Background: an optimization exercise with open tools, aiming at small area. Do not read the settings as production practice.
Where RTL was checked, it was by simulation tests only, not by an equivalence proof against the original.
For runs 4 to 6, only the layout was checked, not whether the RTL still works.
Power figures rest on the tool's default switching activity, not on a simulated workload.

## flow/design.v

```verilog
package vsi_pkg;
    typedef enum logic [2:0] {
        KIND_TICK      = 3'd0,
        KIND_NAV_BEAT  = 3'd1,
        KIND_NAV_EXIT  = 3'd2,
        KIND_NAV_CMD   = 3'd3,
        KIND_SENSOR    = 3'd4
    } kind_t;
    typedef enum logic [2:0] {
        REFUSE_OK        = 3'd0,
        REFUSE_OVERSPEED = 3'd1,
        REFUSE_OVERSTEER = 3'd2,
        REFUSE_SENSOR    = 3'd3,
        REFUSE_RECOVERY  = 3'd4,
        REFUSE_LOCKED    = 3'd5
    } refusal_t;
    typedef enum logic [2:0] {
        MODE_NORMAL    = 3'd0,
        MODE_NO_SENSOR = 3'd1,
        MODE_RECOVERY  = 3'd2,
        MODE_SHAKING   = 3'd3,
        MODE_LOCKED    = 3'd4
    } mode_t;
    typedef enum logic [2:0] {
        REG_SPEED_LIMIT    = 3'd0,
        REG_STEERING_LIMIT = 3'd1,
        REG_MIN_DISTANCE   = 3'd2,
        REG_SILENCE_LIMIT  = 3'd3,
        REG_CHECK_PERIOD   = 3'd4,
        REG_REST_LIMIT     = 3'd5,
        REG_HOLD           = 3'd6
    } reg_index_t;
    localparam int NOTICE_SLOW   = 0;
    localparam int NOTICE_RESUME = 1;
    localparam int NOTICE_STOP   = 2;
    localparam int NOTICE_LOCK   = 3;
    localparam logic [14:0] SPEED_LIMIT_RST    = 15'd512;
    localparam logic [14:0] STEERING_LIMIT_RST = 15'd6400;
    localparam logic [15:0] MIN_DISTANCE_RST   = 16'd160;
    localparam logic [15:0] SILENCE_LIMIT_RST  = 16'd500;
    localparam logic [15:0] CHECK_PERIOD_RST   = 16'd200;
    localparam logic [15:0] REST_LIMIT_RST     = 16'd5000;
    localparam logic [15:0] HOLD_RST           = 16'd3000;
    localparam logic [15:0] SAT16 = 16'hFFFF;
    localparam logic [31:0] SAT32 = 32'hFFFF_FFFF;
    localparam int IN_DATA_W  = 56;
    localparam int OUT_DATA_W = 80;
endpackage
module vehicle_safety_interlock_unit (
    input  logic        clk,
    input  logic        rst_n,
    input  logic        s_tvalid,
    output logic        s_tready,
    input  logic [55:0] s_tdata,
    input  logic [2:0]  s_tuser,
    output logic        m_tvalid,
    input  logic        m_tready,
    output logic [79:0] m_tdata,
    input  logic        cfg_valid,
    output logic        cfg_ready,
    input  logic [2:0]  cfg_addr,
    input  logic [15:0] cfg_data
);
    function automatic logic gt16(input logic [15:0] a, input logic [15:0] b);
        logic g;
        g = 1'b0;
        for (int i = 0; i < 16; i++)
            g = (a[i] & ~b[i]) | (~(a[i] ^ b[i]) & g);
        gt16 = g;
    endfunction
    function automatic logic ge16(input logic [15:0] a, input logic [15:0] b);
        logic g;
        g = 1'b1;
        for (int i = 0; i < 16; i++)
            g = (a[i] & ~b[i]) | (~(a[i] ^ b[i]) & g);
        ge16 = g;
    endfunction
    function automatic logic [15:0] inc16(input logic [15:0] a, input logic cin);
        logic [15:0] s;
        logic        c;
        c = cin;
        for (int i = 0; i < 16; i++) begin
            s[i] = a[i] ^ c;
            c    = a[i] & c;
        end
        inc16 = s;
    endfunction
    function automatic logic [15:0] dec16(input logic [15:0] a, input logic bin);
        logic [15:0] s;
        logic        c;
        c = bin;
        for (int i = 0; i < 16; i++) begin
            s[i] = a[i] ^ c;
            c    = ~a[i] & c;
        end
        dec16 = s;
    endfunction
    function automatic logic [31:0] inc32(input logic [31:0] a, input logic cin);
        logic [31:0] s;
        logic        c;
        c = cin;
        for (int i = 0; i < 32; i++) begin
            s[i] = a[i] ^ c;
            c    = a[i] & c;
        end
        inc32 = s;
    endfunction
    logic [14:0] speed_limit_reg;
    logic [14:0] steering_limit_reg;
    logic [15:0] min_distance_reg;
    logic [15:0] silence_limit_reg;
    logic [15:0] check_period_reg;
    logic [15:0] rest_limit_reg;
    logic [15:0] hold_ms_reg;
    always_ff @(posedge clk or negedge rst_n)
    begin
        if (!rst_n)
        begin
            speed_limit_reg    <= 15'd512;
            steering_limit_reg <= 15'd6400;
            min_distance_reg   <= 16'd160;
            silence_limit_reg  <= 16'd500;
            check_period_reg   <= 16'd200;
            rest_limit_reg     <= 16'd5000;
            hold_ms_reg        <= 16'd3000;
        end
        else if (cfg_valid)
        begin
            case (cfg_addr)
                3'd0: speed_limit_reg    <= cfg_data[14:0];
                3'd1: steering_limit_reg <= cfg_data[14:0];
                3'd2: min_distance_reg   <= cfg_data;
                3'd3: silence_limit_reg  <= cfg_data;
                3'd4: check_period_reg   <= cfg_data;
                3'd5: rest_limit_reg     <= cfg_data;
                3'd6: hold_ms_reg        <= cfg_data;
                default: ;
            endcase
        end
    end
    logic        in_valid_reg;
    logic [2:0]  in_kind_reg;
    logic [31:0] in_pay_reg;
    logic        out_valid_reg;
    logic        advance;
    assign advance   = in_valid_reg && (!out_valid_reg || m_tready);
    assign s_tready  = !in_valid_reg || advance;
    assign cfg_ready = 1'b1;
    always_ff @(posedge clk or negedge rst_n)
    begin
        if (!rst_n)
            in_valid_reg <= 1'b0;
        else if (s_tready)
            in_valid_reg <= s_tvalid;
    end
    always_ff @(posedge clk)
    begin
        if (s_tready)
        begin
            in_kind_reg <= s_tuser;
            if (s_tuser == 3'd4)
                in_pay_reg <= {14'd0, s_tdata[50], s_tdata[32] & s_tdata[33], s_tdata[49:34]};
            else
                in_pay_reg <= s_tdata[31:0];
        end
    end
    logic        nav_contact_reg;
    logic        sensor_seen_reg;
    logic        recovering_reg;
    logic        shake_wait_reg;
    logic        lock_flag_reg;
    logic        snap_ok_reg;       
    logic [15:0] snap_dist_reg;     
    logic [15:0] nav_quiet_reg;     
    logic [15:0] sensor_quiet_reg;  
    logic [15:0] check_phase_reg;
    logic [15:0] rest_left_reg;     
    logic [15:0] hold_left_reg;
    logic [31:0] approve_count_reg;
    logic [31:0] reject_count_reg;
    logic        approved_reg;
    logic [2:0]  refusal_reg;
    logic [3:0]  notice_reg;
    logic        alive_reg;
    logic k_tick, k_beat, k_exit, k_cmd, k_sensor;
    assign k_tick   = advance && (in_kind_reg == 3'd0);
    assign k_beat   = advance && (in_kind_reg == 3'd1);
    assign k_exit   = advance && (in_kind_reg == 3'd2);
    assign k_cmd    = advance && (in_kind_reg == 3'd3);
    assign k_sensor = advance && (in_kind_reg == 3'd4);
    logic [15:0] in_speed, in_steer, in_dist;
    logic        in_ok, in_shake;
    assign in_speed = in_pay_reg[15:0];
    assign in_steer = in_pay_reg[31:16];
    assign in_dist  = in_pay_reg[15:0];
    assign in_ok    = in_pay_reg[16];
    assign in_shake = in_pay_reg[17];
    logic        nav_sat, sensor_sat;
    logic [15:0] nav_quiet_inc, sensor_quiet_inc, check_phase_inc;
    logic        rest_nz, hold_nz, rest_one, hold_one;
    logic [15:0] rest_left_dec, hold_left_dec;
    logic        check_due, nav_trip, sensor_trip;
    assign nav_sat          = &nav_quiet_reg;
    assign sensor_sat       = &sensor_quiet_reg;
    assign nav_quiet_inc    = inc16(nav_quiet_reg, ~nav_sat);
    assign sensor_quiet_inc = inc16(sensor_quiet_reg, ~sensor_sat);
    assign check_phase_inc  = inc16(check_phase_reg, 1'b1);
    assign rest_nz          = |rest_left_reg;
    assign hold_nz          = |hold_left_reg;
    assign rest_one         = (rest_left_reg == 16'd1);
    assign hold_one         = (hold_left_reg == 16'd1);
    assign rest_left_dec    = dec16(rest_left_reg, k_tick & rest_nz);
    assign hold_left_dec    = dec16(hold_left_reg, k_tick & hold_nz);
    assign check_due        = ge16(check_phase_inc, check_period_reg);
    assign nav_trip         = nav_contact_reg && gt16(nav_quiet_inc, silence_limit_reg);
    assign sensor_trip      = sensor_seen_reg && gt16(sensor_quiet_inc, silence_limit_reg);
    logic        over_speed, over_steer, sensor_bad;
    logic [14:0] steer_mag;
    logic [2:0]  refusal;
    assign over_speed = !in_speed[15] && gt16({1'b0, in_speed[14:0]}, {1'b0, speed_limit_reg});
    assign steer_mag  = in_steer[14:0] ^ {15{in_steer[15]}};
    assign over_steer = gt16({steer_mag, in_steer[15]}, {steering_limit_reg, 1'b0});
    assign sensor_bad = !sensor_seen_reg || !snap_ok_reg || !gt16(snap_dist_reg, min_distance_reg);
    always_comb
    begin
        if (lock_flag_reg)       refusal = 3'd5;
        else if (recovering_reg) refusal = 3'd4;
        else if (over_speed)     refusal = 3'd1;
        else if (over_steer)     refusal = 3'd2;
        else if (sensor_bad)     refusal = 3'd3;
        else                     refusal = 3'd0;
    end
    logic cmd_ok, cmd_hold;
    assign cmd_ok   = (refusal == 3'd0);
    assign cmd_hold = !lock_flag_reg && !recovering_reg && !cmd_ok;
    logic lock_now, shake_start, shake_end;
    assign lock_now    = k_tick && shake_wait_reg && rest_one;
    assign shake_start = k_sensor && in_shake && !shake_wait_reg && !lock_flag_reg;
    assign shake_end   = k_sensor && !in_shake && shake_wait_reg;
    logic alive_now, hold_load;
    assign alive_now = k_tick && check_due;
    assign hold_load = (alive_now && (shake_wait_reg || lock_flag_reg || !sensor_seen_reg ||
                                      nav_trip || sensor_trip))
                     || (k_cmd && cmd_hold);
    always_ff @(posedge clk or negedge rst_n)
    begin
        if (!rst_n)
        begin
            nav_contact_reg <= 1'b0;
            sensor_seen_reg <= 1'b0;
            recovering_reg  <= 1'b0;
            shake_wait_reg  <= 1'b0;
            lock_flag_reg   <= 1'b0;
            check_phase_reg <= 16'd0;
            hold_left_reg   <= 16'd0;
            approve_count_reg <= 32'd0;
            reject_count_reg  <= 32'd0;
        end
        else
        begin
            if (k_beat || k_cmd)
                nav_contact_reg <= 1'b1;
            else if (k_exit || (alive_now && nav_trip))
                nav_contact_reg <= 1'b0;
            if (k_sensor)
                sensor_seen_reg <= 1'b1;
            else if (alive_now && sensor_trip)
                sensor_seen_reg <= 1'b0;
            if ((alive_now && (nav_trip || sensor_trip)) || (k_cmd && cmd_hold))
                recovering_reg <= 1'b1;
            else if (k_tick && hold_one)
                recovering_reg <= 1'b0;
            if (shake_start)
                shake_wait_reg <= 1'b1;
            else if (shake_end || lock_now)
                shake_wait_reg <= 1'b0;
            if (lock_now)
                lock_flag_reg <= 1'b1;
            if (alive_now)
                check_phase_reg <= 16'd0;
            else if (k_tick)
                check_phase_reg <= check_phase_inc;
            if (hold_load)
                hold_left_reg <= hold_ms_reg;
            else
                hold_left_reg <= hold_left_dec;
            approve_count_reg <= inc32(approve_count_reg, k_cmd && cmd_ok && !(&approve_count_reg));
            reject_count_reg  <= inc32(reject_count_reg, k_cmd && !cmd_ok && !(&reject_count_reg));
        end
    end
    always_ff @(posedge clk)
    begin
        if (k_sensor)
        begin
            snap_ok_reg   <= in_ok;
            snap_dist_reg <= in_dist;
        end
        if (k_beat || k_cmd)
            nav_quiet_reg <= 16'd0;
        else if (k_tick)
            nav_quiet_reg <= nav_quiet_inc;
        if (k_sensor)
            sensor_quiet_reg <= 16'd0;
        else if (k_tick)
            sensor_quiet_reg <= sensor_quiet_inc;
        if (shake_start)
            rest_left_reg <= rest_limit_reg;
        else
            rest_left_reg <= rest_left_dec;
    end
    always_ff @(posedge clk or negedge rst_n)
    begin
        if (!rst_n)
            out_valid_reg <= 1'b0;
        else if (advance)
            out_valid_reg <= 1'b1;
        else if (m_tready)
            out_valid_reg <= 1'b0;
    end
    always_ff @(posedge clk)
    begin
        if (advance)
        begin
            approved_reg <= k_cmd && cmd_ok;
            refusal_reg  <= k_cmd ? refusal : 3'd0;
            notice_reg   <= {lock_now, alive_now && sensor_trip, shake_end,
                             shake_start};
            alive_reg    <= alive_now;
        end
    end
    logic [2:0] mode;
    always_comb
    begin
        if (lock_flag_reg)        mode = 3'd4;
        else if (shake_wait_reg)  mode = 3'd3;
        else if (recovering_reg)  mode = 3'd2;
        else if (!sensor_seen_reg) mode = 3'd1;
        else                      mode = 3'd0;
    end
    assign m_tvalid = out_valid_reg;
    assign m_tdata  = {3'd0, reject_count_reg, approve_count_reg, mode, hold_nz, alive_reg,
                       notice_reg, refusal_reg, approved_reg};
endmodule
```

## flow/flow/run.sh

```bash
#!/bin/bash
# Standard ORFS layout with two changes: ports are buffered with the
# smallest buffer (buf_1) and CTS does not add dummy loads.
set -o pipefail
cp standard.sh standard.sh.copy
export BUFFER_PORTS_ARGS="-buffer_cell sky130_fd_sc_hd__buf_1"
export CTS_ARGS="-sink_clustering_enable -repair_clock_nets -dont_use_dummy_load"
bash standard.sh > standard.log 2>&1
```

## flow/standard.sh

```bash
#!/bin/bash
# synth_recipe.tcl (not shown) runs the flow's synth.tcl, then flattens the netlist and writes it again
# the make line also repeats each setting of config.mk as NAME=value (left out here)
make -C /OpenROAD-flow-scripts/flow DESIGN_CONFIG=/design/flow/config.mk WORK_HOME=/design/flow/orfs CLKGATE_MAP_FILE= SYNTH_SCRIPT=/design/flow/synth_recipe.tcl "${@:-finish}"
```

## flow/config.mk

```make
export PLATFORM = sky130hd
export DESIGN_NAME = vehicle_safety_interlock_unit
export DESIGN_NICKNAME = vehicle_safety_interlock_unit
export VERILOG_FILES = /design/flow/design.v
export SDC_FILE = /design/flow/constraint.sdc
export NUM_CORES = 4
export LEC_CHECK = 0
export CAP_MARGIN = 20
export CORE_MARGIN = 2
export CORE_UTILIZATION = 40
export PLACE_DENSITY = 0.6
export SLEW_MARGIN = 20
```

## flow/constraint.sdc

```tcl
create_clock -name core_clock -period 7.0 [get_ports {clk}]
set_input_delay 1.4000 -clock core_clock [delete_from_list [all_inputs] [get_ports {clk}]]
set_output_delay 1.4000 -clock core_clock [all_outputs]
set_load 0.01 [all_outputs]
```

==> results of run 1 <==
area by class of cell:
| type | count | area [µm²] |
|---|---|---|
| clock buffer | 37 | 926 |
| tap | 518 | 648 |
| inverter | 135 | 507 |
| fill | 3492 | 19700 |
| timing repair buffer | 203 | 971 |
| multi-input combinational | 839 | 7570 |
| sequential | 322 | 8160 |
cell usage after synthesis (3+ instances only):
master and n:
ha_1 224, dfrtp_1 186, nand2_1 136, inv_1 135, o21ai_0 96, mux2_2 71
edfxtp_1 61, a21oi_1 58, dfxtp_1 48, nor2_1 37, clkbuf_1 35, dfstp_2 27
nand4_1 27, xor2_1 21, nor2b_1 17, a22o_1 15, mux2i_1 15, nand3_1 13
nor4_1 13, nor3_1 11, buf_4 8, nand2b_1 8, a21o_1 6, nand4b_1 6
o21a_1 6, o211ai_1 5, a211oi_1 4, nor3b_1 4, a211o_1 3, and2_1 3
or3_1 3
worst max-delay path: cells and delay by family (launching register included):
kind / cells / cell delay [ns]
AND/OR/NAND/NOR: 3 / 0.88
flip-flops: 1 / 0.44
XOR/XNOR: 2 / 0.28
AO/OA/AOI/OAI: 2 / 0.38
adder cells (fa/ha/maj): 32 / 4.94
buffers and inverters: 1 / 0.18
where the power goes:
group          internal [mW]  switching [mW]
registers               2.23           0.154
logic                  0.392           0.473
clock network          0.925           0.691
total                   3.54            1.32
cell families after synthesis:
group	count (synthesis)	share of synthesized area (%)
compound gates	213	8.32
xor+xnor	22	1.24
fa+ha+maj	224	18.1
buf+inv	181	4.62
flops	322	52.6
mux	86	6.12
other cells	2	0.0484
simple gates	290	8.99
placed cells by master (no fill, tap or decap), types with 17 or more instances in the layout:
cell type    n
dfrtp_1    186
ha_1       160
buf_1      155
inv_1      135
nand2_1    133
o21ai_0     93
mux2_2      71
edfxtp_1    61
ha_4        60
a21oi_1     53
dfxtp_1     48
buf_4       44
clkbuf_16   37
nor2_1      36
nand4_1     27
dfstp_2     27
xor2_1      20
nor2b_1     17
how the worst max path moves through the flow:
stage	endpoint	slack, ns	start
after CTS	reject_count_reg[31]	-0.39	in_pay_reg[31]
final	reject_count_reg[31]	-0.33	in_pay_reg[31]
after global placement	reject_count_reg[31]	-0.42	in_pay_reg[31]
after floorplan	reject_count_reg[31]	-0.02	in_pay_reg[31]
after detailed placement	reject_count_reg[31]	-0.51	in_pay_reg[31]
after global routing	reject_count_reg[31]	-0.53	in_pay_reg[31]
what timing repair did:
item                                    in CTS  in global routing
pin swaps                                   14                  9
hold endpoints to repair                     0                  0
setup buffers                                1                  3
gates resized for setup                     28                  6
endpoints found under the setup margin       9                  9
gates cloned                                 1                  0
routing by layer:
| metal | up-vias | GRT usage (%) | wire length [µm] |
|---|---|---|---|
| li1 | 5077 | - | - |
| met1 | 4911 | 23.5 | 15600 |
| met2 | 230 | 28.0 | 15400 |
| met3 | 57 | 3.70 | 2020 |
| met4 | 0 | 6.75 | 1200 |
| met5 | - | 0 | 0 |
==> results.cfg, run 1 <==
[cells_and_area]
antenna_cells = 0
fin_cells = 2054
syn2layout_area_growth_pct = 21.1
fin_util_pct = 48.8
drive_above_1_share_pct = 18.4
fin_area_um2 = 18800
nets = 1845

[synthesis]
synth_cell_types = 57
syn-cell-area_um2 = 15500
ys_seq_area_share_pct = 52.6
synthCells = 1340
synth_top_flop_cell = dfrtp_1
ys_seq_elements = 322
synth_edf_count = 61
avgSynthCellArea_um2 = 11.6
async_flop_share_pct = 66.1
ys_warn_count = 1
yosysTopAreaCell = dfrtp_1
ys_top_cells_by_area = dfrtp_1 (30%), ha_1 (18%), edfxtp_1 (12%)
synth_top_area_share_pct = 30.0

[worst_setup_path]
worstPathMaxFanout = 8
crit_path_max_incr_delay_ns = 0.44
critPathLaunchType = flop
r2r-start = in_pay_reg[31]
required_ns = 7.39
reg2reg_to = reject_count_reg[31]
cpMostUsedCell = ha_4
regToRegSetupSlack_ns = -0.33
reg2reg_depth = 40
crit_type = flop to flop
endpoint_kind = flop
arrival_ns = 7.73
slowest_stage = edfxtp_1

[placed_design]
dpl.cell_count = 2013
place_area_um2 = 17600
place_congestion = 0.823
portBuffers = 156
dp_slack_ns = -0.512
place_hpwl_mm = 24.5

[outcome]
status = finished with violations
violations = negative setup slack

[clocking]
ctsHoldBuffers = 0
cts_tree = yes
clkTransAtPathRegs_ns = 0.06
insertion_delay_ns = 0.56
cts.path.max_buffers = 3
numCtsBuffers = 37
htreeDepth = 2
clkSinkCount = 322
root_buffer = clkbuf_16

[global_routing]
grt_antenna_before_repair = 0
grt-ovfl-total = 0
grt_usage_pct = 17.6
grt_pass1_vias = 10500
grt_pass1_wl_mm = 55.7
grt_start_max_net_pins = 160

[sta]
fin_crit_ns = 7.33
fmax_mhz = 136
setup_viol = 5
fin_crit_sh_pct = 105
fin_setup_tns_ns = -0.931
slew_viol_final = 0
relSlewSlack_pct = 32.5
worst_pin_slew_ns = 1.01
final_hold_viol_count = 0
rsz0062_at_grt = true
timing.hold.ws_ns = 0.468
worst_slack_ns = -0.335
worst_clock_skew_ns = 0.0525

[hold_path]
min-delay-start = in_pay_reg[12]
min_to = snap_dist_reg[12]
whs_path_depth = 0
hold_path.class = flop to flop

[flow_run]
max_cap_violations = 0

[drt]
wirelength_mm = 34.2
drc = 0
ant_nets = 0
num_vias = 10300
viasPerCell = 5.00
post_drt_wl_per_cell_um = 16.7
dr.pass1.iters = 4
drtIter0Drc = 452

[floorplanning]
core_area_um2 = 38500
initial_core_util_pct = 40.3
fp.dieW_um = 201
row_count = 72
die_h_um = 201
dieArea_um2 = 40400
ioPinCount = 166

[power_and_ir_drop]
leakage_nw = 8.47
p_per_area_nw_per_um2 = 259
vdd_drop_max_mv = 0.208
power.total_mw = 4.86
==> inputs of run 2 (changes only) <==
==> flow/run.sh (new file) <==
#!/bin/bash
# synth_recipe.tcl (not shown) runs the flow's synth.tcl, then flattens the netlist and writes it again
# the make line also repeats each setting of config.mk as NAME=value (left out here)
make -C /OpenROAD-flow-scripts/flow DESIGN_CONFIG=/design/flow/config.mk WORK_HOME=/design/flow/orfs CLKGATE_MAP_FILE= SYNTH_SCRIPT=/design/flow/synth_recipe.tcl finish
removed: flow/flow/run.sh
removed: flow/standard.sh
==> run 2 against run 1 <==
The layout still fails its checks (negative setup slack). Largest cell class unchanged. Count of clock-buffer cells in the layout rose by 21. Area after synthesis did not move. Combinational power rose by 4.9%. Highest routed layer unchanged. Power rose by 6.5%. Via count fell by 0.60%. Non-clock buffer count fell by 10.
==> results.cfg, run 2 <==
[outcome]
status = finished with violations
violations = negative setup slack

[worst_setup_path]
crit_path_max_incr_delay_ns = 0.41
cpMostUsedCell = ha_4
regToRegSetupSlack_ns = -0.20
reg2reg_to = reject_count_reg[31]
required_ns = 7.42
arrival_ns = 7.62
critPathLaunchType = flop
worstPathMaxFanout = 15
endpoint_kind = flop
slowest_stage = edfxtp_1
r2r-start = in_pay_reg[31]
reg2reg_depth = 41
crit_type = flop to flop

[synthesis]
synth_top_flop_cell = dfrtp_1
ys_warn_count = 1
avgSynthCellArea_um2 = 11.6
synthCells = 1340
ys_top_cells_by_area = dfrtp_1 (30%), ha_1 (18%), edfxtp_1 (12%)
ys_seq_elements = 322
synth_most_common_cell = ha_1
synth_cell_types = 57
syn-cell-area_um2 = 15500
synth_edf_count = 61
ys_seq_area_share_pct = 52.6
async_flop_share_pct = 66.1
yosysTopAreaCell = dfrtp_1
synth_top_area_share_pct = 30.0
synth_common_cells = ha_1 (224), dfrtp_1 (186), nand2_1 (136)

[power_and_ir_drop]
p_per_area_nw_per_um2 = 260
leakage_nw = 8.95
power.total_mw = 5.18
vdd_drop_max_mv = 0.156

[cells_and_area]
final_common_cell = dfrtp_1
drive_above_1_share_pct = 18.4
nets = 1835
fin_util_pct = 51.8
syn2layout_area_growth_pct = 28.4
fin_area_um2 = 19900
fin_cells = 2074
antenna_cells = 0
mostFrequentLayoutCells = dfrtp_1 (186), ha_1 (160), clkdlybuf4s50_1 (155)

[placed_design]
portBuffers = 156
dpl.cell_count = 2006
place_hpwl_mm = 25.1
place_congestion = 0.826
place_area_um2 = 18500

[drt]
ant_nets = 0
post_drt_wl_per_cell_um = 16.7
drtIter0Drc = 417
viasPerCell = 4.92
num_vias = 10200
dr.pass1.iters = 4
drc = 0
wirelength_mm = 34.6

[hold_path]
min-delay-start = in_pay_reg[0]
whs_path_depth = 0
min_to = snap_dist_reg[0]
hold_path.class = flop to flop

[sta]
timing.hold.ws_ns = 0.461
rsz0062_at_grt = true
worst_slack_ns = -0.203
fin_crit_ns = 7.20
worst_clock_skew_ns = 0.0189
final_hold_viol_count = 0
relSlewSlack_pct = 33.1
worst_pin_slew_ns = 1.00
fmax_mhz = 139
fin_crit_sh_pct = 103
setup_viol = 4
slew_viol_final = 0

[clocking]
htreeDepth = 2
numCtsBuffers = 37
root_buffer = clkbuf_16
cts_tree = yes
insertion_delay_ns = 0.55
cts.path.max_buffers = 3
clkTransAtPathRegs_ns = 0.06
clkSinkCount = 322

[global_routing]
grt_start_max_net_pins = 83
grt_usage_pct = 17.8
grt_pass1_vias = 10400
grt-ovfl-total = 0
grt_antenna_before_repair = 0
grt_pass1_wl_mm = 56.4

[floorplanning]
initial_core_util_pct = 40.3
row_count = 72
dieArea_um2 = 40400
core_area_um2 = 38500
die_h_um = 201
ioPinCount = 166
fp.dieW_um = 201

[flow_run]
max_cap_violations = 0
==> run 2: cell counts after synthesis <==
No cell type changed its count.
==> run 2: what timing repair did <==
item | CTS | global route
hold buffers | 0 | 0
buffers inserted | 0 | 1
gates resized for setup | 24 | 4
pin swaps | 7 | 5
endpoints found under the setup margin | 7 | 7
==> run 2: how the worst max path moves through the flow <==
stage	start	to	slack, ns	cells past startpoint
2_1_floorplan	in_pay_reg[31]	reject_count_reg[31]	-0.02	41
4_1_cts	in_pay_reg[31]	reject_count_reg[31]	-0.26	40
3_3_place_gp	m_tready	approve_count_reg[31]	-0.54	39
6_report	in_pay_reg[31]	reject_count_reg[31]	-0.20	41
5_1_grt	in_pay_reg[31]	reject_count_reg[31]	-0.41	41
3_5_place_dp	m_tready	approve_count_reg[31]	-0.63	39
==> run 2: kinds of logic after synthesis <==
group | after synthesis | share of synthesized area (%)
AO/OA/AOI/OAI | 213 | 8.32
AND/OR/NAND/NOR | 290 | 8.99
buffers and inverters | 181 | 4.62
adder cells (fa/ha/maj) | 224 | 18.1
multiplexers | 86 | 6.12
other | 2 | 0.0484
flip-flops | 322 | 52.6
XOR/XNOR | 22 | 1.24
==> run 2: per-layer routing <==
metal	vias to the layer above	routed length, µm	global-route usage (%)
met1	4905	16200	24.2
met3	51	1720	3.96
met5	-	0	0
met2	196	16000	28.8
li1	5061	-	-
met4	0	714	4.89
==> run 2: power by group <==
| group | switching [mW] | total (mW) | internal [mW] |
|---|---|---|---|
| Clock | 0.760 | 1.89 | 1.13 |
| Combinational | 0.472 | 0.906 | 0.434 |
| Sequential | 0.153 | 2.38 | 2.22 |
==> run 2: per-stage QoR <==
| step | setup TNS, ns | worst slack [ns] |
|---|---|---|
| 4_1_cts | -0.610 | -0.259 |
| 3_5_place_dp | -3.61 | -0.631 |
| 6_report | -0.496 | -0.203 |
| 3_3_place_gp | -2.89 | -0.544 |
| 5_1_grt | -1.45 | -0.407 |
| 2_1_floorplan | -0.0248 | -0.0248 |
==> run 2: cell type report <==
class,instances,area (µm²)
well taps,518,648
flip-flops and latches,322,8160
inverters,135,507
repair buffers,193,1860
fillers,3390,18600
clock inverters,9,73.8
clock buffers,58,1120
multi-input cells,839,7560
==> run 2: worst max-delay path, delay by kind of cell, from the launching register on <==
kind,cells,cell delay (ns)
buffers and inverters,1,0.18
adders and majority gates,32,5.01
and+or+nand+nor,2,0.45
xor gates and xnor gates,2,0.29
AOI/OAI and AO/OA,4,0.65
DFF,1,0.41
==> inputs of run 3 (changes only) <==
--- a/flow/design.v
+++ b/flow/design.v
@@ -77,31 +77,55 @@
     endfunction
     function automatic logic [15:0] inc16(input logic [15:0] a, input logic cin);
         logic [15:0] s;
-        logic        c;
-        c = cin;
+        logic        c, pb, pall;
+        c    = cin;
+        pb   = 1'b1;
+        pall = 1'b1;
         for (int i = 0; i < 16; i++) begin
+            if (i % 8 == 0 && i > 0) begin
+                pall = pall & pb;
+                pb   = 1'b1;
+                c    = cin & pall;
+            end
             s[i] = a[i] ^ c;
             c    = a[i] & c;
+            pb   = pb & a[i];
         end
         inc16 = s;
     endfunction
     function automatic logic [15:0] dec16(input logic [15:0] a, input logic bin);
         logic [15:0] s;
-        logic        c;
-        c = bin;
+        logic        c, pb, pall;
+        c    = bin;
+        pb   = 1'b1;
+        pall = 1'b1;
         for (int i = 0; i < 16; i++) begin
+            if (i % 8 == 0 && i > 0) begin
+                pall = pall & pb;
+                pb   = 1'b1;
+                c    = bin & pall;
+            end
             s[i] = a[i] ^ c;
             c    = ~a[i] & c;
+            pb   = pb & ~a[i];
         end
         dec16 = s;
     endfunction
     function automatic logic [31:0] inc32(input logic [31:0] a, input logic cin);
         logic [31:0] s;
-        logic        c;
-        c = cin;
+        logic        c, pb, pall;
+        c    = cin;
+        pb   = 1'b1;
+        pall = 1'b1;
         for (int i = 0; i < 32; i++) begin
+            if (i % 8 == 0 && i > 0) begin
+                pall = pall & pb;
+                pb   = 1'b1;
+                c    = cin & pall;
+            end
             s[i] = a[i] ^ c;
             c    = a[i] & c;
+            pb   = pb & a[i];
         end
         inc32 = s;
     endfunction
==> run 3 against run 2 <==
The run now finishes clean. Design area is 5.2% lower. Sequential share of layout area is 2.3 points higher. Global-route usage is 0.56 points lower. Critical path depth is 19 lower. Area after synthesis is 0.72% higher. Count of clock-buffer cells in the layout is 5 lower. Sequential power hardly changed. Largest cell class unchanged. Highest routed layer unchanged.
==> results.cfg, run 3 <==
[synthesis]
async_flop_share_pct = 66.1
ys_seq_elements = 322
avgSynthCellArea_um2 = 11.5
ys_warn_count = 1
yosysTopAreaCell = dfrtp_1
synth_most_common_cell = ha_1
ys_seq_area_share_pct = 52.2
synth_top_flop_cell = dfrtp_1
ys_top_cells_by_area = dfrtp_1 (30%), ha_1 (17%), edfxtp_1 (12%)
synth_edf_count = 61
synth_cell_types = 59
synthCells = 1361
syn-cell-area_um2 = 15600
synth_top_area_share_pct = 29.8
synth_common_cells = ha_1 (214), dfrtp_1 (186), nand2_1 (136)

[sta]
final_hold_viol_count = 0
setup_viol = 0
worst_clock_skew_ns = 0.0295
rsz0062_at_grt = false
fmax_mhz = 190
fin_setup_tns_ns = 0
fin_crit_ns = 5.26
slew_viol_final = 0
relSlewSlack_pct = 32.1
fin_crit_sh_pct = 75.2
worst_pin_slew_ns = 1.01

[cells_and_area]
mostFrequentLayoutCells = ha_1 (214), dfrtp_1 (186), clkdlybuf4s50_1 (155)
final_common_cell = ha_1
ff_latch_area_um2 = 8160
multiInputGateArea_um2 = 6780
antenna_cells = 0
fin_area_um2 = 18900
drive_above_1_share_pct = 11.8
syn2layout_area_growth_pct = 20.8
filler_cell_count = 3575
nets = 1821
fin_cells = 2070

[drt]
dr.pass1.iters = 5
wirelength_mm = 34.1
post_drt_wl_per_cell_um = 16.5
num_vias = 10200
drtIter0Drc = 434
ant_nets = 0
viasPerCell = 4.93
drc = 0

[placed_design]
portBuffers = 156
dpl.cell_count = 2003
place_congestion = 0.825
place_area_um2 = 17700
place_hpwl_mm = 24.8

[hold_path]
hold_path.class = flop to flop

[power_and_ir_drop]
p_per_area_nw_per_um2 = 271
leakage_nw = 9.00
vdd_drop_max_mv = 0.172

[clocking]
root_buffer = clkbuf_16
insertion_delay_ns = 0.55
cts.path.max_buffers = 3
clkSinkCount = 322
htreeDepth = 2
numCtsBuffers = 37
cts_tree = yes
post_cts_resized = 0
ctsHoldBuffers = 0
cts_setup_buffers = 0
clkTransAtPathRegs_ns = 0.06

[worst_setup_path]
reg2reg_depth = 22
regToRegSetupSlack_ns = 1.74
endpoint_kind = flop
crit_start = check_phase_reg[0]
r2r-start = check_phase_reg[0]
critPathLaunchType = flop
worstPathMaxFanout = 16
required_ns = 7.41
cp-endpoint = hold_left_reg[7]
reg2reg_to = hold_left_reg[7]
arrival_ns = 5.67
crit_type = flop to flop

[floorplanning]
ioPinCount = 166
dieArea_um2 = 40700
initial_core_util_pct = 40.5
die_h_um = 202
core_area_um2 = 38600
row_count = 72
fp.dieW_um = 202

[flow_run]
max_cap_violations = 0

[global_routing]
grt_pass1_wl_mm = 55.4
grt_antenna_before_repair = 1
grt-ovfl-total = 0
grt_pass1_vias = 10300
grt_usage_pct = 17.3
grt_start_max_net_pins = 98

[outcome]
status = finished clean
-- run 3: power breakdown --
part	leakage [nW]	switching, mW	total [mW]	internal [mW]
Combinational	4.79	0.476	0.890	0.415
Clock	0.550	0.769	1.84	1.07
Sequential	3.66	0.152	2.38	2.23
-- run 3: final cells by class --
type,count,area share [%]
inverters,134,2.66
clock inverters,14,0.557
flip-flops and latches,322,43.2
clock buffers,53,5.49
well taps,518,3.43
multi-input cells,862,35.9
repair buffers,167,8.73
-- run 3: metrics by stage --
step           power, mW  setup slack, ns  util [%]  hold slack (ns)
2_1_floorplan       2.98             2.35         -            0.426
3_3_place_gp        3.27             1.64      46.0            0.457
3_5_place_dp        3.31             1.52      46.0            0.459
4_1_cts             5.18             1.73      49.0            0.462
5_1_grt             5.42             1.43      49.0            0.479
6_report            5.11             1.74      49.0            0.459
-- run 3: worst min-delay path by stage --
stage	endpoint	slack [ns]	cells past startpoint	from
2_1_floorplan	snap_dist_reg[0]	0.43	0	in_pay_reg[0]
3_3_place_gp	snap_dist_reg[3]	0.46	0	in_pay_reg[3]
3_5_place_dp	snap_dist_reg[5]	0.46	0	in_pay_reg[5]
4_1_cts	snap_dist_reg[0]	0.46	0	in_pay_reg[0]
5_1_grt	snap_dist_reg[0]	0.48	0	in_pay_reg[0]
6_report	snap_dist_reg[0]	0.46	0	in_pay_reg[0]
-- run 3: cells by family (layout without fill, tap and decap cells) --
logic type,count (synthesis),in the layout,synth area share [%]
other,2,4,0.0481
multiplexers,86,86,6.09
XOR/XNOR,31,31,1.74
buffers and inverters,179,368,4.60
AO/OA/AOI/OAI,210,210,8.54
AND/OR/NAND/NOR,317,317,9.64
flip-flops,322,322,52.2
adder cells (fa/ha/maj),214,214,17.1
-- run 3: metal layers --
metal / wire, µm / GRT usage [%]
met5: 0 / 0
met2: 15500 / 27.4
met1: 16300 / 23.8
met4: 735 / 5.57
met3: 1570 / 3.34
-- run 3: critical path, cell delays in order, from the launching register on --
cell	delay, ns
dfrtp_1	0.40
ha_1	0.21
ha_1	0.18
ha_1	0.18
ha_1	0.18
ha_1	0.17
ha_1	0.18
ha_1	0.18
ha_1	0.18
ha_1	0.18
ha_1	0.18
ha_1	0.18
ha_1	0.18
ha_1	0.18
ha_1	0.29
ha_1	0.27
o21ai_0	0.07
nor2_1	0.16
nand4_1	0.14
nor3_1	0.37
o21ai_0	0.25
o2111ai_4	0.40
mux2_2	0.41
==> inputs of run 4 (changes only) <==
--- a/flow/design.v
+++ b/flow/design.v
@@ -65,14 +65,14 @@
         logic g;
         g = 1'b0;
         for (int i = 0; i < 16; i++)
-            g = (a[i] & ~b[i]) | (~(a[i] ^ b[i]) & g);
+            g = (a[i] & ~b[i]) | (a[i] & g) | (~b[i] & g);
         gt16 = g;
     endfunction
     function automatic logic ge16(input logic [15:0] a, input logic [15:0] b);
         logic g;
         g = 1'b1;
         for (int i = 0; i < 16; i++)
-            g = (a[i] & ~b[i]) | (~(a[i] ^ b[i]) & g);
+            g = (a[i] & ~b[i]) | (a[i] & g) | (~b[i] & g);
         ge16 = g;
     endfunction
     function automatic logic [15:0] inc16(input logic [15:0] a, input logic cin);
@@ -181,11 +181,9 @@
     begin
         if (s_tready)
         begin
-            in_kind_reg <= s_tuser;
-            if (s_tuser == 3'd4)
-                in_pay_reg <= {14'd0, s_tdata[50], s_tdata[32] & s_tdata[33], s_tdata[49:34]};
-            else
-                in_pay_reg <= s_tdata[31:0];
+            in_kind_reg <= {s_tuser[2], s_tuser[1] | (s_tuser[2] & s_tuser[0]),
+                            (s_tuser == 3'd4) ? s_tdata[50] : s_tuser[0]};
+            in_pay_reg  <= s_tdata[31:0];
         end
     end
     logic        nav_contact_reg;
@@ -211,14 +209,12 @@
     assign k_beat   = advance && (in_kind_reg == 3'd1);
     assign k_exit   = advance && (in_kind_reg == 3'd2);
     assign k_cmd    = advance && (in_kind_reg == 3'd3);
-    assign k_sensor = advance && (in_kind_reg == 3'd4);
-    logic [15:0] in_speed, in_steer, in_dist;
-    logic        in_ok, in_shake;
+    assign k_sensor = advance && (in_kind_reg[2:1] == 2'b10);
+    logic [15:0] in_speed, in_steer;
+    logic        in_shake;
     assign in_speed = in_pay_reg[15:0];
     assign in_steer = in_pay_reg[31:16];
-    assign in_dist  = in_pay_reg[15:0];
-    assign in_ok    = in_pay_reg[16];
-    assign in_shake = in_pay_reg[17];
+    assign in_shake = in_kind_reg[0];
     logic        nav_sat, sensor_sat;
     logic [15:0] nav_quiet_inc, sensor_quiet_inc, check_phase_inc;
     logic        rest_nz, hold_nz, rest_one, hold_one;
@@ -314,10 +310,10 @@
     end
     always_ff @(posedge clk)
     begin
-        if (k_sensor)
+        if (s_tvalid && s_tready && s_tuser == 3'd4)
         begin
-            snap_ok_reg   <= in_ok;
-            snap_dist_reg <= in_dist;
+            snap_ok_reg   <= s_tdata[32] & s_tdata[33];
+            snap_dist_reg <= s_tdata[49:34];
         end
         if (k_beat || k_cmd)
             nav_quiet_reg <= 16'd0;
==> flow/flow/run.sh (new file) <==
#!/bin/bash
# Standard ORFS layout (standard.sh: the standard flow's synthesis and ORFS steps) with
# two changes: ports are buffered with the smallest buffer (buf_1), and CTS
# adds no dummy loads and builds the tree from small clock buffers.
set -o pipefail
export BUFFER_PORTS_ARGS="-buffer_cell sky130_fd_sc_hd__buf_1"
export CTS_ARGS="-sink_clustering_enable -repair_clock_nets -dont_use_dummy_load -buf_list {sky130_fd_sc_hd__clkbuf_4 sky130_fd_sc_hd__clkbuf_8}"
bash standard.sh > standard.log 2>&1
==> flow/standard.sh (new file) <==
#!/bin/bash
# synth_recipe.tcl (not shown) runs the flow's synth.tcl, then flattens the netlist and writes it again
# the make line also repeats each setting of config.mk as NAME=value (left out here)
make -C /OpenROAD-flow-scripts/flow DESIGN_CONFIG=/design/flow/config.mk WORK_HOME=/design/flow/orfs CLKGATE_MAP_FILE= SYNTH_SCRIPT=/design/flow/synth_recipe.tcl "${@:-finish}"
removed: flow/run.sh
==> run 4 against run 3 <==
Still clean. Synthesized cell count fell by 7.8%. Routed wire length fell by 7.1%. Combinational power fell by 24%. Sequential power barely moved. Clock power fell by 26%. Worst hold slack improved by 0.016 ns. Critical endpoint is now hold_left_reg[15].
==> results.cfg, run 4 <==
[worst_setup_path]
regToRegSetupSlack_ns = 1.52
slowest_stage = o22ai_4
cp_cell_sequence = ha_1 > ha_1 > ha_1 > ha_1 > ha_1 > ha_1 > ha_1 > ha_1 > ha_1 > ha_1 > ha_1 > ha_1 > ha_1 > ha_1 > o22ai_1 > a2111oi_4 > nand4_1 > o22ai_4 > inv_4 > o22ai_4 > mux2_4
required_ns = 7.53
crit_type = flop to flop
r2r-start = check_phase_reg[0]
cpMostUsedCell = ha_1
reg2reg_depth = 21
cp_top_family = adder cells
reg2reg_to = hold_left_reg[15]
crit_path_max_incr_delay_ns = 0.64
arrival_ns = 6.01
endpoint_kind = flop
path_buf_inv = 1
worstPathMaxFanout = 18
critPathLaunchType = flop

[global_routing]
grt_pass1_wl_mm = 51.1
grt-ovfl-total = 0
grt_antenna_before_repair = 0
grt_usage_pct = 16.9
grt_pass1_vias = 9773
grt_start_max_net_pins = 146

[sta]
final_hold_viol_count = 0
fmax_mhz = 182
worst_clock_skew_ns = 0.0877
fin_setup_tns_ns = 0
worst_pin_slew_ns = 1.07
setup_viol = 0
fin_crit_sh_pct = 78.3
relSlewSlack_pct = 27.8
rsz0062_at_grt = false
fin_crit_ns = 5.48
slew_viol_final = 0

[drt]
drtIter0Drc = 399
wirelength_mm = 31.7
dr.pass1.iters = 5
ant_nets = 0
drc = 0
viasPerCell = 5.11
num_vias = 9738
post_drt_wl_per_cell_um = 16.6

[floorplanning]
die_h_um = 196
dieArea_um2 = 38500
ioPinCount = 166
fp.dieW_um = 196
initial_core_util_pct = 40.4
row_count = 70
core_area_um2 = 36500

[placed_design]
dpl.cell_count = 1850
place_hpwl_mm = 22.3
place_congestion = 0.765
portBuffers = 156

[hold_path]
min-delay-start = nav_quiet_reg[6]
min_to = nav_quiet_reg[6]
whs_path_depth = 2
hold_path.class = flop to flop

[synthesis]
synth_top_area_share_pct = 31.5
avgSynthCellArea_um2 = 11.8
synth_top_flop_cell = dfrtp_1
ys_warn_count = 1
syn-cell-area_um2 = 14800
synth_common_cells = dfrtp_1 (186), ha_1 (126), nand2_1 (120)
ys_seq_elements = 322
async_flop_share_pct = 66.1
yosysTopAreaCell = dfrtp_1
synth_most_common_cell = dfrtp_1
synthCells = 1255
synth_edf_count = 61
ys_seq_area_share_pct = 55.2
synth_cell_types = 69
ys_top_cells_by_area = dfrtp_1 (32%), edfxtp_1 (12%), ha_1 (11%)

[power_and_ir_drop]
leakage_nw = 7.47
p_comb_share_pct = 15.2
power_switching_mw = 1.22
vdd_drop_max_mv = 0.152
switching_share_pct = 27.4
seqPwrFrac_pct = 54.2
p_int_mw = 3.23
pwr-share-clk_pct = 30.6
p_per_area_nw_per_um2 = 268
power.total_mw = 4.45

[clocking]
cts.path.max_buffers = 3
post_cts_resized = 0
numCtsBuffers = 55
clkSinkCount = 322
ctsHoldBuffers = 0
insertion_delay_ns = 0.65
cts_setup_buffers = 0
cts_tree = yes
root_buffer = clkbuf_8
clkTransAtPathRegs_ns = 0.06
htreeDepth = 2

[cells_and_area]
syn2layout_area_growth_pct = 12.5
drive_above_1_share_pct = 14.5
antenna_cells = 0
mostFrequentLayoutCells = dfrtp_1 (186), buf_1 (155), ha_1 (126)
final_common_cell = dfrtp_1
nets = 1648
fin_cells = 1905

[flow_run]
max_cap_violations = 0

[outcome]
status = finished clean
## run 4: cell count changes after synthesis, sizes merged, moves of 18 or more
cell / delta
a21oi: +21
ha: -88
inv: -32
maj3: +18
mux2: +22
nand2b: +26
o21ai: -56
xnor2: +18
## run 4: worst max path at each step
stage	from	to	slack, ns	depth (start not counted)
after floorplan	check_phase_reg[0]	hold_left_reg[15]	2.35	21
after global placement	check_phase_reg[0]	hold_left_reg[15]	1.53	21
after detailed placement	check_phase_reg[0]	hold_left_reg[15]	1.48	21
after CTS	check_phase_reg[0]	hold_left_reg[15]	1.46	21
after global routing	check_phase_reg[0]	hold_left_reg[15]	1.22	21
final	check_phase_reg[0]	hold_left_reg[15]	1.52	21
## run 4: logic make-up (layout without fill, tap and decap cells)
logic type,after synthesis,in the layout,synth area share [%]
compound gates,189,189,8.28
xor+xnor,35,35,2.08
fa+ha+maj,144,144,11.9
buf+inv,142,322,3.97
flops,322,322,55.2
mux,108,108,8.17
other cells,2,4,0.0508
simple gates,313,313,10.3
## run 4: worst register-to-register path, stage by stage (launching register included)
cell	delay, ns
dfrtp_1	0.40
ha_1	0.21
ha_1	0.18
ha_1	0.18
ha_1	0.18
ha_1	0.18
ha_1	0.19
ha_1	0.18
ha_1	0.18
ha_1	0.18
ha_1	0.18
ha_1	0.18
ha_1	0.18
ha_1	0.18
ha_1	0.33
o22ai_1	0.13
a2111oi_4	0.33
nand4_1	0.18
o22ai_4	0.50
inv_4	0.12
o22ai_4	0.65
mux2_4	0.36
## run 4: through the flow
step	setup WS, ns	hold WS, ns	utilization [%]	area (µm²)
global placement	1.53	0.465	43.4	15900
global route	1.22	0.492	45.5	16600
detailed placement	1.48	0.469	43.4	15900
finish	1.52	0.475	45.5	16600
CTS	1.46	0.477	45.5	16600
floorplan	2.35	0.453	-	14800
## run 4: area by class of cell
class                      count  area [µm²]
multi-input combinational    793        6070
tap                          468         586
timing repair buffer         165         669
sequential                   322        8160
inverter                     102         385
clock buffer                  55         757
fill                        3391       19900
## run 4: power groups by stage
stage	clock network [mW]	logic (mW)	registers (mW)
floorplan	0	0.503	2.39
global placement	0	0.663	2.43
detailed placement	0	0.688	2.44
CTS	1.43	0.690	2.41
global route	1.51	0.774	2.45
finish	1.36	0.677	2.41
## run 4: layer usage
layer	routed length, µm	GRT usage (%)
met1	14500	22.2
met2	14900	27.8
met3	1460	3.58
met4	752	5.95
met5	0	0
==> inputs of run 5 (changes only) <==
==> flow/flow/run.sh (replaced) <==
#!/bin/bash
# Standard ORFS layout (standard.sh: the standard flow's synthesis and ORFS steps) with
# two changes: ports are buffered with the smallest buffer (buf_1), and CTS
# adds no dummy loads and builds the tree from small clock buffers.
set -o pipefail
export BUFFER_PORTS_ARGS="-buffer_cell sky130_fd_sc_hd__buf_1"
export CTS_ARGS="-sink_clustering_enable -repair_clock_nets -dont_use_dummy_load -buf_list {sky130_fd_sc_hd__clkbuf_16} -sink_clustering_size 24 -sink_clustering_max_diameter 60"
bash standard.sh > standard.log 2>&1
==> run 5 against run 4 <==
Still clean on timing, DRC and antenna. Worst setup slack got worse by 0.024 ns. Count of clock-buffer cells in the layout is 21 lower. Final cell count down 1.1%. Fmax decreased by 0.44%. Flip-flop and latch count is the same. Combinational power is essentially flat. Core utilization grew 0.26 points. Sequential share of layout area fell by 0.28 points. Register-to-register slack worse by 0.02 ns. Critical path depth is the same. Global-route usage is 0.14 points lower. Highest routed layer unchanged.
==> results.cfg, run 5 <==
[sta]
worst_clock_skew_ns = 0.0617
worst_pin_slew_ns = 1.14
setup_viol = 0
final_hold_viol_count = 0
fin_crit_sh_pct = 78.6
slew_viol_final = 0
relSlewSlack_pct = 23.6
fin_setup_tns_ns = 0
fin_crit_ns = 5.50
rsz0062_at_grt = false
fmax_mhz = 182

[global_routing]
grt_antenna_before_repair = 0
grt_usage_pct = 16.8
met1_usage_pct = 22.2
grt_start_max_net_pins = 146
grtUsageMet3_pct = 3.28
grt_pass1_wl_mm = 50.7
grt.busiest_layer = met2
grt_util_met2_pct = 27.7
grt_pass1_vias = 9599
grt-ovfl-total = 0

[cells_and_area]
syn2layout_area_growth_pct = 13.2
fin_cells = 1884
fin_area_um2 = 16700
drive_above_1_share_pct = 13.2
mostFrequentLayoutCells = dfrtp_1 (186), buf_1 (155), ha_1 (126)
nets = 1627
final_common_cell = dfrtp_1
antenna_cells = 0

[synthesis]
synth_top_area_share_pct = 31.5
ys_seq_area_share_pct = 55.2
ys_seq_elements = 322
avgSynthCellArea_um2 = 11.8
synthCells = 1255
synth_edf_count = 61
syn-cell-area_um2 = 14800
synth_common_cells = dfrtp_1 (186), ha_1 (126), nand2_1 (120)
synth_cell_types = 69
yosysTopAreaCell = dfrtp_1
ys_warn_count = 1
synth_most_common_cell = dfrtp_1
async_flop_share_pct = 66.1
ys_top_cells_by_area = dfrtp_1 (32%), edfxtp_1 (12%), ha_1 (11%)
synth_top_flop_cell = dfrtp_1

[outcome]
status = finished clean

[drt]
ant_nets = 0
post_drt_wl_per_cell_um = 16.6
drtIter0Drc = 369
dr.pass1.iters = 5
drc = 0
wirelength_mm = 31.3
viasPerCell = 5.09
num_vias = 9596

[clocking]
clkSinkCount = 322
insertion_delay_ns = 0.55
cts.path.max_buffers = 3
htreeDepth = 2
numCtsBuffers = 34
post_cts_resized = 0
cts_tree = yes
ctsHoldBuffers = 0
cts_setup_buffers = 0
clkTransAtPathRegs_ns = 0.08
root_buffer = clkbuf_16

[worst_setup_path]
crit_path_max_incr_delay_ns = 0.65
crit_type = flop to flop
critPathLaunchType = flop
arrival_ns = 5.90
worstPathMaxFanout = 18
cpMostUsedCell = ha_1
endpoint_kind = flop
cp_cell_sequence = ha_1 > ha_1 > ha_1 > ha_1 > ha_1 > ha_1 > ha_1 > ha_1 > ha_1 > ha_1 > ha_1 > ha_1 > ha_1 > ha_1 > o22ai_1 > a2111oi_4 > nand4_1 > o22ai_4 > inv_4 > o22ai_4 > mux2_4
required_ns = 7.39
slowest_stage = o22ai_4

[placed_design]
place_congestion = 0.765
portBuffers = 156
place_hpwl_mm = 22.3
dpl.cell_count = 1850
place_area_um2 = 15900

[floorplanning]
row_count = 70
ioPinCount = 166
fp.dieW_um = 196
die_h_um = 196
core_area_um2 = 36500
dieArea_um2 = 38500
initial_core_util_pct = 40.4

[power_and_ir_drop]
leakage_nw = 7.49
vdd_drop_max_mv = 0.191
power.total_mw = 4.61
p_per_area_nw_per_um2 = 276

[flow_run]
max_cap_violations = 0

[hold_path]
hold_path.class = flop to flop
[run 5: worst paths after layout]
check,startpoint,to,slack (ns),depth (start not counted)
setup / recovery,check_phase_reg[0],hold_left_reg[15],1.50,21
hold / removal,hold_ms_reg[11],hold_left_reg[11],0.46,2
setup reg to reg,check_phase_reg[0],hold_left_reg[15],1.50,21
hold reg to reg,hold_ms_reg[11],hold_left_reg[11],0.46,2
max in group asynchronous,rst_n,approve_count_reg[29],4.65,2
min in group asynchronous,rst_n,hold_ms_reg[12],0.99,1
[run 5: layout make-up]
class / count / area, µm²
clock buffer: 34 / 851
fill: 3362 / 19800
inverter: 102 / 385
multi-input combinational: 793 / 6070
sequential: 322 / 8160
tap: 468 / 586
timing repair buffer: 165 / 669
[run 5: worst max-delay path, delay by kind of cell, from the launching register on]
family                     cells  cell delay, ns
adders and majority gates     14            2.70
AOI/OAI and AO/OA              4            1.59
DFF                            1            0.40
muxes                          1            0.35
and+or+nand+nor                1            0.18
buffers and inverters          1            0.11
[run 5: logic make-up (layout without fill, tap and decap cells)]
group / after synthesis / count (layout) / share of synthesized area [%]
flip-flops: 322 / 322 / 55.2
AND/OR/NAND/NOR: 313 / 313 / 10.3
AO/OA/AOI/OAI: 189 / 189 / 8.28
adder cells (fa/ha/maj): 144 / 144 / 11.9
buffers and inverters: 142 / 301 / 3.97
multiplexers: 108 / 108 / 8.17
XOR/XNOR: 35 / 35 / 2.08
other: 2 / 4 / 0.0508
[run 5: where the power goes]
| part | internal [mW] | leakage [nW] | total [mW] | switching, mW |
|---|---|---|---|---|
| sequential | 2.22 | 3.65 | 2.41 | 0.189 |
| clock | 0.852 | 0.419 | 1.53 | 0.673 |
| combinational | 0.323 | 3.43 | 0.677 | 0.353 |
| total | 3.40 | 7.49 | 4.61 | 1.22 |
[run 5: metal layers]
metal	vias to the layer above	wire length [µm]
li1	4720	-
met4	0	759
met1	4670	14400
met2	159	14900
met5	-	0
met3	47	1310
[run 5: per-stage QoR]
step                      util [%]  setup WS (ns)  hold slack (ns)
after floorplan                  -           2.35            0.453
after global placement        43.4           1.53            0.465
after detailed placement      43.4           1.48            0.469
after CTS                     45.8           1.44            0.465
after global routing          45.8           1.20            0.493
final                         45.8           1.50            0.464
==> inputs of run 6 (changes only) <==
==> flow/flow/run.sh (replaced) <==
#!/bin/bash
# Standard ORFS layout (standard.sh: the standard flow's synthesis and ORFS steps) with
# two changes: ports are buffered with the smallest buffer (buf_1), and CTS
# adds no dummy loads and builds the tree from small clock buffers.
set -o pipefail
export BUFFER_PORTS_ARGS="-buffer_cell sky130_fd_sc_hd__buf_1"
export CTS_ARGS="-sink_clustering_enable -repair_clock_nets -dont_use_dummy_load -buf_list {sky130_fd_sc_hd__clkbuf_8} -sink_clustering_size 16 -sink_clustering_max_diameter 50"
bash standard.sh > standard.log 2>&1
==> run 6 against run 5 <==
Still clean. Critical path depth unchanged. Core utilization fell by 0.82 points. Worst hold slack gained 0.013 ns. Design area is 1.8% lower. Sequential share of layout area increased by 0.89 points. Flip-flop and latch count stayed put. Clock power fell by 25%. Largest cell class unchanged. Highest routed layer unchanged.
==> results.cfg, run 6 <==
[outcome]
status = finished clean

[placed_design]
place_congestion = 0.765
place_hpwl_mm = 22.3
portBuffers = 156

[global_routing]
grt_pass1_wl_mm = 50.8
grt_pass1_vias = 9652
grt_usage_pct = 16.8
grt_start_max_net_pins = 146
grt-ovfl-total = 0
grt_antenna_before_repair = 0

[cells_and_area]
syn2layout_area_growth_pct = 11.1
nets = 1633
final_common_cell = dfrtp_1
mostFrequentLayoutCells = dfrtp_1 (186), buf_1 (155), ha_1 (126)
multiInputGateArea_um2 = 6070
drive_above_1_share_pct = 13.6
ff_latch_area_um2 = 8160
filler_cell_count = 3401
antenna_cells = 0

[drt]
drc = 0
post_drt_wl_per_cell_um = 16.7
dr.pass1.iters = 6
ant_nets = 0
viasPerCell = 5.07
num_vias = 9591
drtIter0Drc = 478
wirelength_mm = 31.5

[worst_setup_path]
reg2reg_depth = 21
arrival_ns = 5.99
critPathLaunchType = flop
crit_path_max_incr_delay_ns = 0.65
cp_cell_sequence = ha_1 > ha_1 > ha_1 > ha_1 > ha_1 > ha_1 > ha_1 > ha_1 > ha_1 > ha_1 > ha_1 > ha_1 > ha_1 > ha_1 > o22ai_1 > a2111oi_4 > nand4_1 > o22ai_4 > inv_4 > o22ai_4 > mux2_4
endpoint_kind = flop
cp_top_family = adder cells
worstPathMaxFanout = 18
slowest_stage = o22ai_4
crit_type = flop to flop
critical_path_cell_count = 21
cpMostUsedCell = ha_1
path_buf_inv = 1
required_ns = 7.47

[clocking]
post_cts_resized = 0
ctsHoldBuffers = 0
root_buffer = clkbuf_8
htreeDepth = 2
insertion_delay_ns = 0.62
cts.path.max_buffers = 3
cts_tree = yes
clkTransAtPathRegs_ns = 0.08
cts_setup_buffers = 0
clkSinkCount = 322
numCtsBuffers = 40

[synthesis]
synthCells = 1255
async_flop_share_pct = 66.1
ys_seq_elements = 322
synth_cell_types = 69
synth_common_cells = dfrtp_1 (186), ha_1 (126), nand2_1 (120)
syn-cell-area_um2 = 14800
ys_seq_area_share_pct = 55.2
yosysTopAreaCell = dfrtp_1
synth_top_flop_cell = dfrtp_1
synth_top_area_share_pct = 31.5
avgSynthCellArea_um2 = 11.8
synth_edf_count = 61
ys_top_cells_by_area = dfrtp_1 (32%), edfxtp_1 (12%), ha_1 (11%)
synth_most_common_cell = dfrtp_1
ys_warn_count = 1

[power_and_ir_drop]
seqPwrFrac_pct = 57.0
p_comb_share_pct = 16.0
switching_share_pct = 27.9
vdd_drop_max_mv = 0.154
leakage_nw = 7.36
p_per_area_nw_per_um2 = 258
power.total_mw = 4.23
power_switching_mw = 1.18
pwr-share-clk_pct = 27.0
p_int_mw = 3.05

[floorplanning]
dieArea_um2 = 38500
row_count = 70
initial_core_util_pct = 40.4
die_h_um = 196
fp.dieW_um = 196
ioPinCount = 166
core_area_um2 = 36500

[sta]
timing.hold.ws_ns = 0.477
rsz0062_at_grt = false
fmax_mhz = 181
fin_crit_ns = 5.51
setup_viol = 0
fin_setup_tns_ns = 0
worst_clock_skew_ns = 0.0789
slew_viol_final = 0
final_hold_viol_count = 0
fin_crit_sh_pct = 78.7
relSlewSlack_pct = 26.4
worst_pin_slew_ns = 1.09

[hold_path]
whs_path_depth = 2
hold_path.class = flop to flop

[flow_run]
max_cap_violations = 0
## run 6: final cells by class
class	instances	area share, %
Multi-Input combinational cell	793	37.0
Clock buffer	40	3.35
Tap cell	468	3.57
Timing Repair Buffer	165	4.08
Sequential cell	322	49.7
Inverter	102	2.35
## run 6: metrics by stage
step                utilization (%)  worst slack [ns]  std cells  cell area, µm²
finish                         44.9              1.49       1890           16400
floorplan                         -              2.35       1257           14800
CTS                            44.9              1.43       1890           16400
global placement               43.4              1.53       1850           15900
detailed placement             43.4              1.48       1850           15900
global route                   44.9              1.20       1890           16400
## run 6: power groups by stage
stage                     sequential, mW  clock (mW)  combinational (mW)
after floorplan                     2.39           0               0.503
after global placement              2.43           0               0.663
after detailed placement            2.44           0               0.688
after CTS                           2.41        1.20               0.690
after global routing                2.45        1.27               0.774
final                               2.41        1.14               0.676
## run 6: cell families (layout without fill, tap and decap cells)
family	Yosys count	after routing	synth area share [%]
muxes	108	108	8.17
DFF	322	322	55.2
adders and majority gates	144	144	11.9
and+or+nand+nor	313	313	10.3
buffers and inverters	142	307	3.97
xor gates and xnor gates	35	35	2.08
other	2	4	0.0508
AOI/OAI and AO/OA	189	189	8.28
## run 6: worst register-to-register path: stages (launching register included)
cell and delay [ns]:
dfrtp_1 0.41, ha_1 0.21, ha_1 0.18, ha_1 0.18, ha_1 0.18, ha_1 0.18, ha_1 0.19, ha_1 0.18
ha_1 0.18, ha_1 0.18, ha_1 0.18, ha_1 0.18, ha_1 0.18, ha_1 0.18, ha_1 0.33, o22ai_1 0.13
a2111oi_4 0.33, nand4_1 0.18, o22ai_4 0.50, inv_4 0.11, o22ai_4 0.65, mux2_4 0.36
## run 6: layer usage
layer | track usage (%) | share of wire (%) | up-vias
li1 | - | - | 4719
met2 | 27.6 | 47 | 175
met3 | 3.42 | 4.3 | 44
met4 | 5.58 | 2.1 | 0
met5 | 0 | 0 | -
met1 | 22.2 | 46 | 4653
## run 6: path summary, 6_finish.rpt
| kind | to | from | slack (ns) |
|---|---|---|---|
| worst max register to register | hold_left_reg[15] | check_phase_reg[0] | 1.49 |
| worst min register to register | nav_quiet_reg[11] | nav_quiet_reg[11] | 0.48 |
| min in group asynchronous | hold_left_reg[3] | rst_n | 0.94 |
| max in group asynchronous | approve_count_reg[29] | rst_n | 4.68 |
| worst max-delay path | hold_left_reg[15] | check_phase_reg[0] | 1.49 |
| worst min-delay path | nav_quiet_reg[11] | nav_quiet_reg[11] | 0.48 |

-- re-timing with driven ports --
The flow's constraints put no driver on any port. The routed layouts listed below were extracted and timed again, unchanged, in two steps. Step 1 sets driving cells, clkbuf_16 on the clock port and buf_2 on the other inputs (assumed; they add their load-dependent delay and slew). Step 2 also shifts input and output timing later by t, the mid clock arrival at the registers, as if the neighbouring blocks saw the same clock. a / b / c = no drivers / after step 1 / after step 2; a / b = the first two.
run | t, ns | setup slack, ns | worst hold slack (ns) | latest minus earliest clock arrival (ns)
run 1 | 0.586 | -0.335 / -0.335 / -0.335 | 0.468 / 0.468 / 0.468 | 0.053 / 0.053
run 2 | 0.595 | -0.203 / -0.203 / -0.580 | 0.461 / 0.461 / 0.461 | 0.019 / 0.019
run 3 | 0.589 | 1.738 / 1.738 / 1.563 | 0.459 / 0.459 / 0.459 | 0.029 / 0.030
run 4 | 0.657 | 1.520 / 1.520 / 1.520 | 0.475 / 0.475 / 0.475 | 0.088 / 0.088
run 5 | 0.571 | 1.496 / 1.496 / 1.496 | 0.464 / 0.464 / 0.464 | 0.062 / 0.062
run 6 | 0.627 | 1.489 / 1.489 / 1.489 | 0.477 / 0.477 / 0.477 | 0.083 / 0.083
For run 2, which loses most, drivers alone change the setup slack by 0.000 ns; drivers and shift together by -0.377 ns.
